Context: an optimization exercise on an open-source flow, tuned for small area, a short achievable clock period and few clock cycles. The choices shown serve that exercise and are no tape-out recipe. In this exercise RTL edits were held to simulation tests only and were not proved equivalent to the original. Power figures rest on the tool's default switching activity, not on a simulated workload.

run A:
// buffer_recycle_pool_with_aging
module buffer_recycle_pool_with_aging (
  input  wire logic                         clk,
  input  wire logic                         rst,
  input  wire logic                         in_valid,
  output logic                              in_stall,
  input  wire logic [1:0]                   operation,
  input  wire logic [15:0]                  vertex_count,
  input  wire logic [7:0]                   vertex_size,
  input  wire logic [31:0]                  handle,
  output logic                              out_valid,
  input  wire logic                         out_stall,
  output logic [3:0]                        status,
  output logic [31:0]                       out_handle,
  output logic [23:0]                       buffer_size,
  output logic [23:0]                       copy_bytes,
  output logic                              last,
  input  wire logic                         psel,
  input  wire logic                         penable,
  input  wire logic                         pwrite,
  input  wire logic [2:0]                   paddr,
  input  wire logic [31:0]                  pwdata,
  output logic [31:0]                       prdata,
  output logic                              pready
);
  localparam int FD    = 32;
  localparam int UD    = 64;
  localparam int TAG_W = 12;
  localparam logic [23:0] RESERVE_RESET   = 24'd258944;
  localparam logic [7:0]  AGE_LIMIT_RESET = 8'd3;
  localparam logic [1:0] OP_ALLOC   = 2'd0;
  localparam logic [1:0] OP_RELEASE = 2'd1;
  localparam logic [1:0] OP_TICK    = 2'd2;
  localparam logic [1:0] OP_FLUSH   = 2'd3;
  localparam logic [3:0] ST_REUSED  = 4'd0;
  localparam logic [3:0] ST_NEW     = 4'd1;
  localparam logic [3:0] ST_FAILED  = 4'd2;
  localparam logic [3:0] ST_FULL    = 4'd3;
  localparam logic [3:0] ST_POOLED  = 4'd4;
  localparam logic [3:0] ST_PASS    = 4'd5;
  localparam logic [3:0] ST_AGED    = 4'd6;
  localparam logic [3:0] ST_FLUSHED = 4'd7;
  localparam logic [3:0] ST_NOTHING = 4'd8;
  localparam logic [1:0] PH_A = 2'd0;
  localparam logic [1:0] PH_B = 2'd1;
  localparam logic [1:0] PH_R = 2'd2;
  localparam logic [1:0] PH_S = 2'd3;
  logic [23:0] reserve_size;
  logic [7:0]  age_limit;
  assign pready = 1'b1;
  ...
For scale: about 19000 cells after synthesis, roughly 6200 flip-flops, about 220 I/O pins, ~0.27 mm² of cells after synthesis.
export LEC_CHECK = 0
export CAP_MARGIN = 20
export CORE_MARGIN = 2
export CORE_UTILIZATION = 40
export CTS_CLUSTER_DIAMETER = 70
export CTS_CLUSTER_SIZE = 25
export PLACE_DENSITY = 0.45
export SLEW_MARGIN = 20
export TNS_END_PERCENT = 100
create_clock -name core_clock -period 10.0 [get_ports {clk}]
standard.sh (not shown) runs the stock make flow with config.mk's settings and CLKGATE_MAP_FILE= SYNTH_SCRIPT=/design/flow/synth_recipe.tcl, a recipe that flattens the netlist after the stock synthesis.
==> flow/flow/run.sh <==
#!/bin/bash
set -e
export BUFFER_PORTS_ARGS="-buffer_cell sky130_fd_sc_hd__buf_4"
export CTS_ARGS="-sink_clustering_enable -repair_clock_nets -sink_clustering_size 25 -sink_clustering_max_diameter 70 -dont_use_dummy_load"
export SETUP_SLACK_MARGIN=5.4
bash standard.sh > standard.log 2>&1
Testbench counts of run A, summed over its fixed seeds: cycles 6,591.
Changes in run B relative to run A:
- PLACE_DENSITY: 0.45 -> 0.55
## What came out
Finished, but not clean: run B, with slew limit. Run A closes out successfully: all stages finished, all timing, DRC and antenna checks passed. | met2 track demand over resource | lower: run B |. On number of antenna violations at the first check in global routing: between run A and run B, it ends up higher for run B. Cell depth of the worst hold path: run A vs run B identical. A critical-path cell with the highest stage delay of sky130_fd_sc_hd__nor3_1 is what run B shows, while sky130_fd_sc_hd__or4_4 belongs to run A. Delay of the slowest cell on the worst path up 0.51 ns in run B wrt run A. The run with more setup slack is run A; run B has less. In run B the leakage power turned out 0.36 nW lower than in run A. In the tables for run A and run B, met2 routed wirelength reads higher with run A. Per the comparison of run B with run A, wire length of the first global-routing pass decreased 49000 µm, sequential share of cell area essentially unchanged. In the flow results for run A and run B, the wire length is larger on run A.


buffer_recycle_pool_with_aging again, from the RTL that the note above started with.
// buffer_recycle_pool_with_aging
module buffer_recycle_pool_with_aging (
  input  wire logic                         clk,
  input  wire logic                         rst,
  input  wire logic                         in_valid,
  output logic                              in_stall,
  input  wire logic [1:0]                   operation,
  input  wire logic [15:0]                  vertex_count,
  input  wire logic [7:0]                   vertex_size,
  input  wire logic [31:0]                  handle,
  output logic                              out_valid,
  input  wire logic                         out_stall,
  output logic [3:0]                        status,
  output logic [31:0]                       out_handle,
  output logic [23:0]                       buffer_size,
  output logic [23:0]                       copy_bytes,
  output logic                              last,
  input  wire logic                         psel,
  input  wire logic                         penable,
  input  wire logic                         pwrite,
  input  wire logic [2:0]                   paddr,
  input  wire logic [31:0]                  pwdata,
  output logic [31:0]                       prdata,
  output logic                              pready
);
  localparam int FD    = 32;
  localparam int UD    = 64;
  localparam int TAG_W = 12;
  localparam logic [23:0] RESERVE_RESET   = 24'd258944;
  localparam logic [7:0]  AGE_LIMIT_RESET = 8'd3;
  localparam logic [1:0] OP_ALLOC   = 2'd0;
  localparam logic [1:0] OP_RELEASE = 2'd1;
  localparam logic [1:0] OP_TICK    = 2'd2;
  localparam logic [1:0] OP_FLUSH   = 2'd3;
  localparam logic [3:0] ST_REUSED  = 4'd0;
  localparam logic [3:0] ST_NEW     = 4'd1;
  localparam logic [3:0] ST_FAILED  = 4'd2;
  localparam logic [3:0] ST_FULL    = 4'd3;
  localparam logic [3:0] ST_POOLED  = 4'd4;
  localparam logic [3:0] ST_PASS    = 4'd5;
  localparam logic [3:0] ST_AGED    = 4'd6;
  localparam logic [3:0] ST_FLUSHED = 4'd7;
  localparam logic [3:0] ST_NOTHING = 4'd8;
  localparam logic [1:0] PH_A = 2'd0;
  localparam logic [1:0] PH_B = 2'd1;
  localparam logic [1:0] PH_R = 2'd2;
  ...
Settings: LEC_CHECK=0, CAP_MARGIN=20, CORE_MARGIN=2, CORE_UTILIZATION=38, CTS_CLUSTER_DIAMETER=70, CTS_CLUSTER_SIZE=25, PLACE_DENSITY=0.42, SLEW_MARGIN=25, TNS_END_PERCENT=100; clock period 10.0 ns.
Scripts as last shown in full above: flow/flow/run.sh
The baseline completed without violations.
Testbench counts at the start, summed over its fixed seeds: cycles 6,591.
Edit:
==> flow/flow/run.sh (replaced) <==
#!/bin/bash
set -e
export BUFFER_PORTS_ARGS="-buffer_cell sky130_fd_sc_hd__buf_4"
export CTS_ARGS="-sink_clustering_enable -repair_clock_nets -sink_clustering_size 25 -sink_clustering_max_diameter 70 -dont_use_dummy_load"
export SETUP_SLACK_MARGIN=5.2
bash standard.sh > standard.log 2>&1
- CORE_UTILIZATION: 38 -> 40
- PLACE_DENSITY: 0.42 -> 0.45
Outcome: Design area came out lower by 2.3%; wire length came out lower by 3.8%; critical path depth came out lower by 1; utilization came out higher by 1.3 points; setup slack is worse by 0.13 ns; die area came out lower by 5.0%; global-route usage came out higher by 0.16 points; combinational power barely changes.


## build 49
buffer_recycle_pool_with_aging, a different RTL version from the one above (not shown whole).
Size: ~19000 cells after synthesis, roughly 220 I/O pins, ~270000 um^2 of cells after synthesis.
clock: 10.0 ns
lec_check: 0
cap_margin: 20
core_margin: 2
core_utilization: 40
cts_cluster_diameter: 70
cts_cluster_size: 25
place_density: 0.45
slew_margin: 30
tns_end_percent: 100
==> flow/flow/run.sh <==
#!/bin/bash
set -e
export BUFFER_PORTS_ARGS="-buffer_cell sky130_fd_sc_hd__buf_4"
export CTS_ARGS="-sink_clustering_enable -repair_clock_nets -sink_clustering_size 25 -sink_clustering_max_diameter 70 -dont_use_dummy_load"
export SETUP_SLACK_MARGIN=5.4
bash standard.sh > standard.log 2>&1
The final layout from build 49, which completed every stage, passed the timing, DRC and antenna checks at the end of the flow.
Testbench counts of build 49, summed over its fixed seeds: cycles 6,568.
### build 49 -> build 10
- a change of CTS_CLUSTER_DIAMETER from 70 to 60
- a change of SLEW_MARGIN from 30 to 20
- a change of CTS_CLUSTER_SIZE from 25 to 16
==> flow/flow/run.sh <==
#!/bin/bash
set -e
export BUFFER_PORTS_ARGS="-buffer_cell sky130_fd_sc_hd__buf_4"
export CTS_ARGS="-sink_clustering_enable -repair_clock_nets -sink_clustering_size 16 -sink_clustering_max_diameter 60 -dont_use_dummy_load -sink_clustering_buffer sky130_fd_sc_hd__clkbuf_8"
export SETUP_SLACK_MARGIN=5.4
bash standard.sh > standard.log 2>&1
==> notes.md <==
| build 10 | all stages done | FAIL | capacitance limit, slew limit |. Measured against each other, build 10 and build 49 differ in number of post-CTS setup repair buffers, the higher figure coming from build 10. Compared with build 49, build 10 shows a higher ratio of cells with drive above 1 in the final layout. When build 10 is measured against build 49, its maximum cell stage delay along the critical path turns out 0.20 ns lower. Compared with build 49, in build 10 sequential share of layout area +0.35 points; buffering stage count on the worst path with inverters included -4; setup slack at placement -0.43 ns. The source of the critical timing path comes out d_h[11] in one run and d_h[9] in the other, namely in build 10 and build 49 respectively. NOTE: depth of the worst register-to-register path in build 10 falls short of that of build 49.
The following lists how build 70 was set up differently from build 10:
- swapping 60 for 70 in CTS_CLUSTER_DIAMETER
- swapping 16 for 25 in CTS_CLUSTER_SIZE
==> flow/flow/run.sh <==
#!/bin/bash
set -e
export BUFFER_PORTS_ARGS="-buffer_cell sky130_fd_sc_hd__buf_4"
export CTS_ARGS="-sink_clustering_enable -repair_clock_nets -sink_clustering_size 25 -sink_clustering_max_diameter 70 -dont_use_dummy_load"
export SETUP_SLACK_MARGIN=5.4
bash standard.sh cts > standard_cts.log 2>&1
export SETUP_SLACK_MARGIN=5.7
bash standard.sh > standard.log 2>&1
Notes after the runs:
- Ran to the end and failed final checks on capacitance limit, slew limit: build 10.
- Build 70 did not stop at any stage, and its layout met the timing, DRC and antenna checks.
- Compared with build 10, in build 70 count of instances resized after the clock tree is built lower; sequential share of layout area now smaller; maximum net fanout on the critical path increased 28; post-route worst setup slack fell 0.078 ns; hold slack went down.
- Build 70 does worse than build 10 on summed area of non-filler cells in the final layout.
- Going from build 10 to build 70, the routed wire length on met3 was found to have gone up by 0.97%.
- Vias per cell essentially unchanged between build 70 and build 10.
--- input diff build 70..build 35 ---
- changing CAP_MARGIN from 20 to 30
- changing SLEW_MARGIN from 20 to 40
==> flow/flow/run.sh <==
#!/bin/bash
set -e
export BUFFER_PORTS_ARGS="-buffer_cell sky130_fd_sc_hd__buf_4"
export CTS_ARGS="-sink_clustering_enable -repair_clock_nets -sink_clustering_size 25 -sink_clustering_max_diameter 70 -dont_use_dummy_load"
export SETUP_SLACK_MARGIN=5.4
bash standard.sh > standard.log 2>&1
Results
The areal power density over the cells was comparable across build 70 and build 35. Going from build 70 to build 35, final-layout worst hold slack went up by 0.0093 ns, signal arrival time at the worst endpoint fell 0.15 ns, sequential share of layout area was more or less identical, pre-CTS worst setup slack went up, number of iterations in the first detailed-routing pass now larger. Taking build 70 as the reference point, the relative contribution of the clock network to total power of build 35 rises by 0.3 points. Build 35 vs build 70 — total wire length dropped 0.39%. [compare] base=build 70 new=build 35: headroom to the max-slew limit went up 29 points; share of power burned in registers held.

re-timing with driven ports:
The results above use ideal ports. As a check the final layouts listed here were re-extracted and re-timed, cells and wires unchanged. Step 1 sets driving cells, clkbuf_16 on the clock port and buf_2 on the other inputs (assumed; they add their load-dependent delay and slew). Step 2 moves the port delays by t, midway between the first and last clock arrival at a register: inputs arrive t later, outputs are due t later. That takes back most of the time a late clock gives input paths. a / b / c = no drivers / after step 1 / after step 2; a / b = the first two.
run | t, ns | slack for setup (ns) | latest minus earliest clock arrival (ns) | worst register clock-pin slew, ns | worst slew at a driven data input, ns
run A | 1.274 | 4.960 / 4.960 / 4.235 | 0.176 / 0.176 | 0.10 / 0.10 | 0.16
run B | 1.297 | 4.925 / 4.925 / 4.343 | 0.151 / 0.150 | 0.10 / 0.10 | 0.28
the first run of note 2 | 1.270 | 4.890 / 4.890 / 4.153 | 0.132 / 0.132 | 0.10 / 0.10 | 0.15
the second run of note 2 | 1.252 | 4.762 / 4.762 / 4.169 | 0.146 / 0.147 | 0.10 / 0.10 | 0.08
build 49 | 1.260 | 4.674 / 4.674 / 4.294 | 0.156 / 0.156 | 0.10 / 0.10 | 0.18
build 10 | 1.265 | 4.858 / 4.858 / 4.417 | 0.130 / 0.130 | 0.11 / 0.11 | 0.16
build 70 | 1.248 | 4.780 / 4.780 / 4.177 | 0.171 / 0.171 | 0.11 / 0.11 | 0.28
build 35 | 1.257 | 4.932 / 4.932 / 4.356 | 0.139 / 0.139 | 0.10 / 0.10 | 0.18
For the first run of note 2, which loses most, drivers alone change the setup slack by 0.000 ns; drivers and shift together by -0.737 ns.
